What follows belongs to an exercise in optimizing a design on an open flow for small area, a short achievable clock period and few clock cycles per item; a production flow would make more cautious choices. Where RTL was checked, it was by simulation tests only, not by an equivalence proof against the original. Power is estimated from default activity; no workload was simulated.

==> amber <==
Design lms_weight_update, start of the top module:
module lms_weight_update
(
    input  logic                       clk,
    input  logic                       rstn,
    input  logic                       start,      
    input  logic [lms_pkg::ERR_W-1:0]  err,        
    input  logic [lms_pkg::REFS_W-1:0] refs,       
    output logic                       busy,       
    output logic                       done,       
    output logic [lms_pkg::BANK_W-1:0] weights     
);
Settings: LEC_CHECK=0, CAP_MARGIN=20, CORE_MARGIN=2, CORE_UTILIZATION=40, SLEW_MARGIN=20, SYNTH_HIERARCHICAL=1, SYNTH_MINIMUM_KEEP_SIZE=0; clock period 9.0 ns.
run.sh (not shown) runs the stock make flow with config.mk's settings and CLKGATE_MAP_FILE= SYNTH_SCRIPT=/design/flow/synth_recipe.tcl, a recipe that flattens the netlist after the stock synthesis.
==> inputs of tundra, as changes to amber <==
--- a/flow/design.v
+++ b/flow/design.v
@@ -40,11 +40,12 @@
 `default_nettype none
 module lms_mac
 (
     input  logic                          clk,
     input  logic                          rstn,
-    input  logic [lms_pkg::ERR_W-1:0]     e,           
+    input  logic [lms_pkg::ERR_W-1:0]     err,
+    input  logic                          accept,      
     input  logic [lms_pkg::REF_W-1:0]     ref_i,
     output logic [lms_pkg::WEIGHT_W-1:0]  w            
 );
     logic [lms_pkg::WEIGHT_W-1:0] q0, q1;       
     logic [lms_pkg::WEIGHT_W-1:0] d0, d1;       
@@ -544,10 +545,12 @@
     logic hc_16;
     logic hs_17;
     logic hc_17;
     logic hs_18;
     logic hc_18;
+    logic [lms_pkg::ERR_W-1:0] e;
+    assign e = err & {lms_pkg::ERR_W{accept}};
     assign pp_0_0 = ~(e[0] & ref_i[0]);
     assign pp_0_1 = ~(e[0] & ref_i[1]);
     assign pp_0_2 = ~(e[0] & ref_i[2]);
     assign pp_0_3 = ~(e[0] & ref_i[3]);
     assign pp_0_4 = ~(e[0] & ref_i[4]);
@@ -1362,22 +1365,24 @@
 `default_nettype none
 module weight_bank
 (
     input  logic                          clk,
     input  logic                          rstn,
-    input  logic [lms_pkg::ERR_W-1:0]     e,           
+    input  logic [lms_pkg::ERR_W-1:0]     err,
+    input  logic                          accept,
     input  logic [lms_pkg::REFS_W-1:0]    refs,
     output logic [lms_pkg::BANK_W-1:0]    weights      
 );
     for (genvar i = 0; i < lms_pkg::NUM_TAPS; i++)
     begin : g_tap
         lms_mac u_mac (
-            .clk   (clk),
-            .rstn  (rstn),
-            .e     (e),
-            .ref_i (refs[i * lms_pkg::REF_W +: lms_pkg::REF_W]),
-            .w     (weights[i * lms_pkg::WEIGHT_W +: lms_pkg::WEIGHT_W])
+            .clk    (clk),
+            .rstn   (rstn),
+            .err    (err),
+            .accept (accept),
+            .ref_i  (refs[i * lms_pkg::REF_W +: lms_pkg::REF_W]),
+            .w      (weights[i * lms_pkg::WEIGHT_W +: lms_pkg::WEIGHT_W])
         );
     end
 endmodule
 `default_nettype wire
 `timescale 1ns/1ns
@@ -1391,25 +1396,24 @@
     input  logic [lms_pkg::REFS_W-1:0] refs,       
     output logic                       busy,       
     output logic                       done,       
     output logic [lms_pkg::BANK_W-1:0] weights     
 );
-    logic                          accept;
-    logic [lms_pkg::ERR_W-1:0]     e_g;             
+    logic accept;
     lms_seq u_seq (
         .clk    (clk),
         .rstn   (rstn),
         .start  (start),
         .accept (accept),
         .busy   (busy),
         .done   (done)
     );
-    assign e_g = err & {lms_pkg::ERR_W{accept}};
     weight_bank u_bank (
         .clk     (clk),
         .rstn    (rstn),
-        .e       (e_g),
+        .err     (err),
+        .accept  (accept),
         .refs    (refs),
         .weights (weights)
     );
 endmodule
 `default_nettype wire
==> flow/flow/run.sh (new file) <==
#!/bin/bash
# Standard layout, with plain buffers on the ports instead of the delay
# buffers buffer_ports picks by default.
set -euo pipefail
export BUFFER_PORTS_ARGS="-buffer_cell sky130_fd_sc_hd__buf_2"
bash standard.sh finish > standard_flow.log 2>&1
==> flow/standard.sh (new file) <==
#!/bin/bash
# synth_recipe.tcl (not shown) runs the flow's synth.tcl, then flattens the netlist and writes it again
# the make line also repeats each setting of config.mk as NAME=value (left out here)
make -C /OpenROAD-flow-scripts/flow DESIGN_CONFIG=/design/flow/config.mk WORK_HOME=/design/flow/orfs CLKGATE_MAP_FILE= SYNTH_SCRIPT=/design/flow/synth_recipe.tcl "${@:-finish}"
removed: flow/run.sh
==> notes <==
Sequential share of layout area is about the same in amber and tundra. Of tundra and amber, tundra has the higher synthesized cell count (gap 2.8%, measured against amber). Via count: tundra is higher than amber (about 9%). Between amber and tundra, the lower global-route usage is in amber (gap 0.28 points). In flip-flop and latch count, tundra and amber do not differ. Against tundra, the synthesized area of amber is smaller by about 3%. In tundra the combinational power is smaller than in amber, by about 9%. Between amber and tundra, the lower worst setup slack is in amber (gap 0.37 ns).
Testbench counts of amber, summed over its fixed seeds: cycles 960, sweeps 960.
For tundra, only the layout was checked, not whether the RTL still works.

-- static timing again, ports no longer ideal --
The results above use ideal ports. As a check the final layouts listed here were re-extracted and re-timed, cells and wires unchanged.
Step 1, drivers: a clkbuf_16 drives clk and a buf_2 each remaining input, both assumed.
Step 2 adds t to the input delays and takes it off the output delays; t is the mean of the earliest and latest rising clock arrival at the registers after step 1. Input paths then give back, and output paths get back, about the clock's delay inside the block.
a / b / c = ideal ports / drivers / drivers and shift; a / b = the first two.
| run | t, ns | setup slack, ns | latest minus earliest clock arrival (ns) | pins driven straight from the clock port |
|---|---|---|---|---|
| amber | 0.920 | 1.983 / 1.889 / 2.285 | 0.058 / 0.059 | 1 |
| tundra | 0.914 | 2.356 / 2.260 / 2.955 | 0.062 / 0.062 | 1 |
After both steps setup and hold are still met in every run listed.
